This design comes from an exercise in tuning for small area and few clock cycles per item on the open sky130 flow, not from production work.
Only simulation tests tie the RTL to the original design; equivalence was not proved.
Power is estimated from default activity; no workload was simulated. No driver is modelled on the clock port, so clocking that relies on it looks cheaper here than on a real chip.

alpha:
Design icache_sa, start of the top module:
module icache_sa #(
  parameter int unsigned SETS        = 8,
  parameter int unsigned WAYS        = 4,
  parameter int unsigned BLOCK_WORDS = 4
) (
  input  logic        CLK,
  input  logic        nRST,
  input  logic        imemREN,
  input  logic [31:0] imemaddr,
  input  logic        iflush,
  output logic        ihit,
  output logic [31:0] imemload,
  output logic        iREN,
  output logic [31:0] iaddr,
  input  logic        iwait,
  input  logic [31:0] iload
);
  logic [2:0]  rs;
  logic [1:0]  rk;
  logic [24:0] rt;
  logic        unused;
  assign rs = imemaddr[6:4];
  assign rk = imemaddr[3:2];
  assign rt = imemaddr[31:7];
  assign unused = ^imemaddr[1:0];
  logic [2:0] ph;
  always_ff @(posedge CLK or negedge nRST) begin
    if (!nRST) ph <= 3'd0;
    else       ph <= ph + 3'd1;
  end
  logic        fact;               
  logic        rq;                 
  logic [1:0]  rq_word;            
  logic        fbv;                
  logic [24:0] fb_tag;
  logic [2:0]  fb_set;
  logic [1:0]  fb_way;
  logic        fb_inv;             
  logic [3:0]  got;                
  logic [31:0] fbd [4];            
  logic [3:0]  pend;               
  logic [4:0]  pb [4];             
  logic        tpend;              
  logic [2:0]  nv [8];             
  logic [5:0]  lru [8];            
  logic        twe;
  logic [1:0]  tww;
  logic [24:0] twd;
  ...
export LEC_CHECK = 0
export CAP_MARGIN = 20
export CORE_MARGIN = 2
export CORE_UTILIZATION = 70
export CTS_BUF_LIST = sky130_fd_sc_hd__clkbuf_16
export CTS_CLUSTER_DIAMETER = 100
export CTS_CLUSTER_SIZE = 28
export PLACE_DENSITY = 0.8
export SLEW_MARGIN = 20
export SYNTH_HIERARCHICAL = 1
create_clock -name core_clock -period 9.0 [get_ports {CLK}]
standard.sh (not shown) runs the stock make flow with config.mk's settings and CLKGATE_MAP_FILE= SYNTH_SCRIPT=/design/flow/synth_recipe.tcl, a recipe that flattens the netlist after the stock synthesis.
==> flow/flow/run.sh <==
#!/bin/bash
# The standard layout (standard.sh), with two changes:
#  - ports are buffered with buf_2 instead of the default delay buffer;
#  - the clock tree uses clkbuf_16 in clusters of at most 28 sinks, without dummy loads.
set -euo pipefail
export BUFFER_PORTS_ARGS="-buffer_cell sky130_fd_sc_hd__buf_2"
export CTS_ARGS="-sink_clustering_enable -repair_clock_nets -buf_list sky130_fd_sc_hd__clkbuf_16 -sink_clustering_size 28 -sink_clustering_max_diameter 100 -dont_use_dummy_load"
bash standard.sh > standard_flow.log 2>&1
Testbench counts of alpha, summed over its fixed seeds: cycles 1,309,850, fetches 320,000.
Inputs modified between alpha and beta:
--- a/flow/design.v
+++ b/flow/design.v
@@ -67,16 +67,24 @@
   logic [7:0]  s_oh;               
   logic [7:0]  tp_oh;              
   logic [24:0] tsel [4];
   always_comb begin
     s_oh = '0;
     s_oh[rs] = 1'b1;
   end
+  logic [2:0] tset [8];
+  always_ff @(posedge CLK or negedge nRST) begin
+    if (!nRST) begin
+      for (int p = 0; p < 8; p++) tset[p] <= 3'(p);
+    end else begin
+      for (int p = 0; p < 8; p++) tset[p] <= tset[(p + 1) % 8];
+    end
+  end
   always_comb begin
-    for (int p = 0; p < 8; p++) tp_oh[p] = (rs == 3'(p) + ph);
+    for (int p = 0; p < 8; p++) tp_oh[p] = (rs == tset[p]);
   end
   for (genvar w = 0; w < 4; w++) begin : g_tsel
     for (genvar i = 0; i < 25; i++) begin : g_bit
       logic [7:0] dv;
       for (genvar p = 0; p < 8; p++) begin : g_in
         assign dv[p] = tflat[(w*8 + p)*25 + i];
       end
@@ -176,22 +184,15 @@
   logic [4:0]  wblk;
   assign pj     = ph[1:0];
   assign wpend  = pend[pj] && (pb[pj][2] == ph[2]);
   assign direct = acc && (aw == pj) && (blk_now[2] == ph[2]) && !wpend && !pend[pj];
   assign dwe    = wpend || direct;
   assign wblk   = wpend ? pb[pj] : blk_now;
   assign dwr    = {wblk[4:3], wblk[1:0]};
-  logic [4:0]  dsel;                
-  always_comb begin
-    for (int j = 0; j < 4; j++) dsel[j] = wpend && (pj == 2'(j));
-    dsel[4] = !wpend;
-  end
-  for (genvar i = 0; i < 32; i++) begin : g_dwd
-    ao5 u_dwd (.s(dsel), .d({iload[i], fbd[3][i], fbd[2][i], fbd[1][i], fbd[0][i]}), .y(dwd[i]));
-  end
+  assign dwd    = wpend ? fbd[pj] : iload;
   always_comb begin
     wfree = '0;
     if (wpend) wfree[pj] = 1'b1;
   end
   logic [4095:0] dflat;
   for (genvar r = 0; r < 16; r++) begin : g_ring
     logic [31:0] e [8];
@@ -223,25 +224,20 @@
       logic [3:0] dv;
       for (genvar h = 0; h < 4; h++) begin : g_h
         assign dv[h] = dflat[((h*4 + w)*8)*32 + i];
       end
       ao4 u_sel (.s(s2_oh), .d(dv), .y(wdat[w][i]));
     end
   end
-  logic       fbsel;
-  logic [4:0] osel;                
   logic [31:0] other;
-  assign fbsel = fbm && got[rk];   
-  always_comb begin
-    for (int j = 0; j < 4; j++) osel[j] = fbsel && (rk == 2'(j));
-    osel[4] = !fbsel;
-  end
+  logic [3:0]  hsel;
+  assign other = (fbm && !k_arr) ? fbd[rk] : iload;
+  assign hsel  = hw_oh;
   for (genvar i = 0; i < 32; i++) begin : g_out
-    ao5 u_oth (.s(osel), .d({iload[i], fbd[3][i], fbd[2][i], fbd[1][i], fbd[0][i]}), .y(other[i]));
-    ao5 u_sel (.s({nohit, hw_oh}), .d({other[i], wdat[3][i], wdat[2][i], wdat[1][i], wdat[0][i]}),
+    ao5 u_sel (.s({nohit, hsel}), .d({other[i], wdat[3][i], wdat[2][i], wdat[1][i], wdat[0][i]}),
                .y(imemload[i]));
   end
   always_comb begin
     twe = 1'b0;
     tww = fb_way;
     twd = fb_tag;
     if (tpend && ph == fb_set) begin
@@ -332,35 +328,25 @@
 endmodule
 module tagmatch (
   input  logic [24:0] a,
   input  logic [24:0] b,
   input  logic        en,
   output logic        y
 );
-  logic ne;
-  neq25 u_ne (.a(a), .b(b), .y(ne));
-  nor2 u_y (.a(ne), .b(!en), .y(y));
-endmodule
-module neq25 (
-  input  logic [24:0] a,
-  input  logic [24:0] b,
-  output logic        y
-);
-  assign y = (a != b);
+  assign y = en && (a == b);
 endmodule
 module ao5 (
   input  logic [4:0] s,
   input  logic [4:0] d,
   output logic       y
 );
-  logic [2:0] t;
+  logic [1:0] t;
   aoi222 u_a0 (.a1(s[0]), .a2(d[0]), .b1(s[1]), .b2(d[1]), .c1(s[2]), .c2(d[2]), .y(t[0]));
-  nand2  u_a1 (.a(s[3]), .b(d[3]), .y(t[1]));
-  nand2  u_a2 (.a(s[4]), .b(d[4]), .y(t[2]));
-  nand3  u_b  (.a(t[0]), .b(t[1]), .c(t[2]), .y(y));
+  aoi22  u_a1 (.a1(s[3]), .a2(d[3]), .b1(s[4]), .b2(d[4]), .y(t[1]));
+  nand2  u_b  (.a(t[0]), .b(t[1]), .y(y));
 endmodule
 module ao8 (
   input  logic [7:0] s,
   input  logic [7:0] d,
   output logic       y
 );
   logic [3:0] t;
@@ -372,28 +358,25 @@
 endmodule
 module aoi222 (input logic a1, a2, b1, b2, c1, c2, output logic y);
   assign y = ~((a1 & a2) | (b1 & b2) | (c1 & c2));
 endmodule
 module ao22 (input logic a1, a2, b1, b2, output logic y);
   assign y = (a1 & a2) | (b1 & b2);
 endmodule
+module aoi22 (input logic a1, a2, b1, b2, output logic y);
+  assign y = ~((a1 & a2) | (b1 & b2));
+endmodule
 module nand2 (input logic a, b, output logic y);
   assign y = ~(a & b);
 endmodule
-module nor2 (input logic a, b, output logic y);
-  assign y = ~(a | b);
-endmodule
 module nor4 (input logic a, b, c, d, output logic y);
   assign y = ~(a | b | c | d);
 endmodule
 module a21o (input logic a1, a2, b1, output logic y);
   assign y = (a1 & a2) | b1;
 endmodule
 module a221o (input logic a1, a2, b1, b2, c1, output logic y);
   assign y = (a1 & a2) | (b1 & b2) | c1;
 endmodule
-module nand3 (input logic a, b, c, output logic y);
-  assign y = ~(a & b & c);
-endmodule
 module nand4 (input logic a, b, c, d, output logic y);
   assign y = ~(a & b & c & d);
 endmodule
Findings:
- The fraction of area in non-clock buffers in beta was lower than what alpha gave.
- When beta is set beside alpha, its routed length per instance turns out to be about 1% smaller.
- [beta] worst hold slack fell 0.039 ns relative to alpha
- Delta (beta minus alpha): clock-buffer cell count increased about 0.5%, number of sequential storage elements now sits higher, power spent charging and discharging nets up about 0.7%.
Testbench counts of beta, summed over its fixed seeds: cycles 1,309,850, fetches 320,000.

separate check: timing with driven ports:
No port has a modelled driver above. Below, the same layouts with a new extraction and two added sets of constraints. Step 1: set_driving_cell puts a clkbuf_16 on CLK and a buf_2 on each other input, an assumption about the parent block. Step 2 times the ports against the registers' clock, not the clock port: input delays grow and output delays shrink by t, the midpoint of the rising clock arrivals with the driver on. Three values: ideal ports, drivers, drivers and shift; two values: the first two.
| run | shift t [ns] | setup slack, ns | hold WS [ns] | worst setup path after step 2 | latest minus earliest clock arrival (ns) |
|---|---|---|---|---|---|
| alpha | 0.934 | 0.869 / 0.811 / 0.518 | 0.301 / 0.301 / 0.301 | input to register | 0.087 / 0.087 |
| beta | 0.943 | 0.403 / 0.380 / 0.288 | 0.262 / 0.262 / 0.262 | input to register | 0.082 / 0.082 |
After both steps setup and hold are still met in every run listed. For alpha, which loses most, drivers alone change the setup slack by -0.058 ns; drivers and shift together by -0.351 ns.
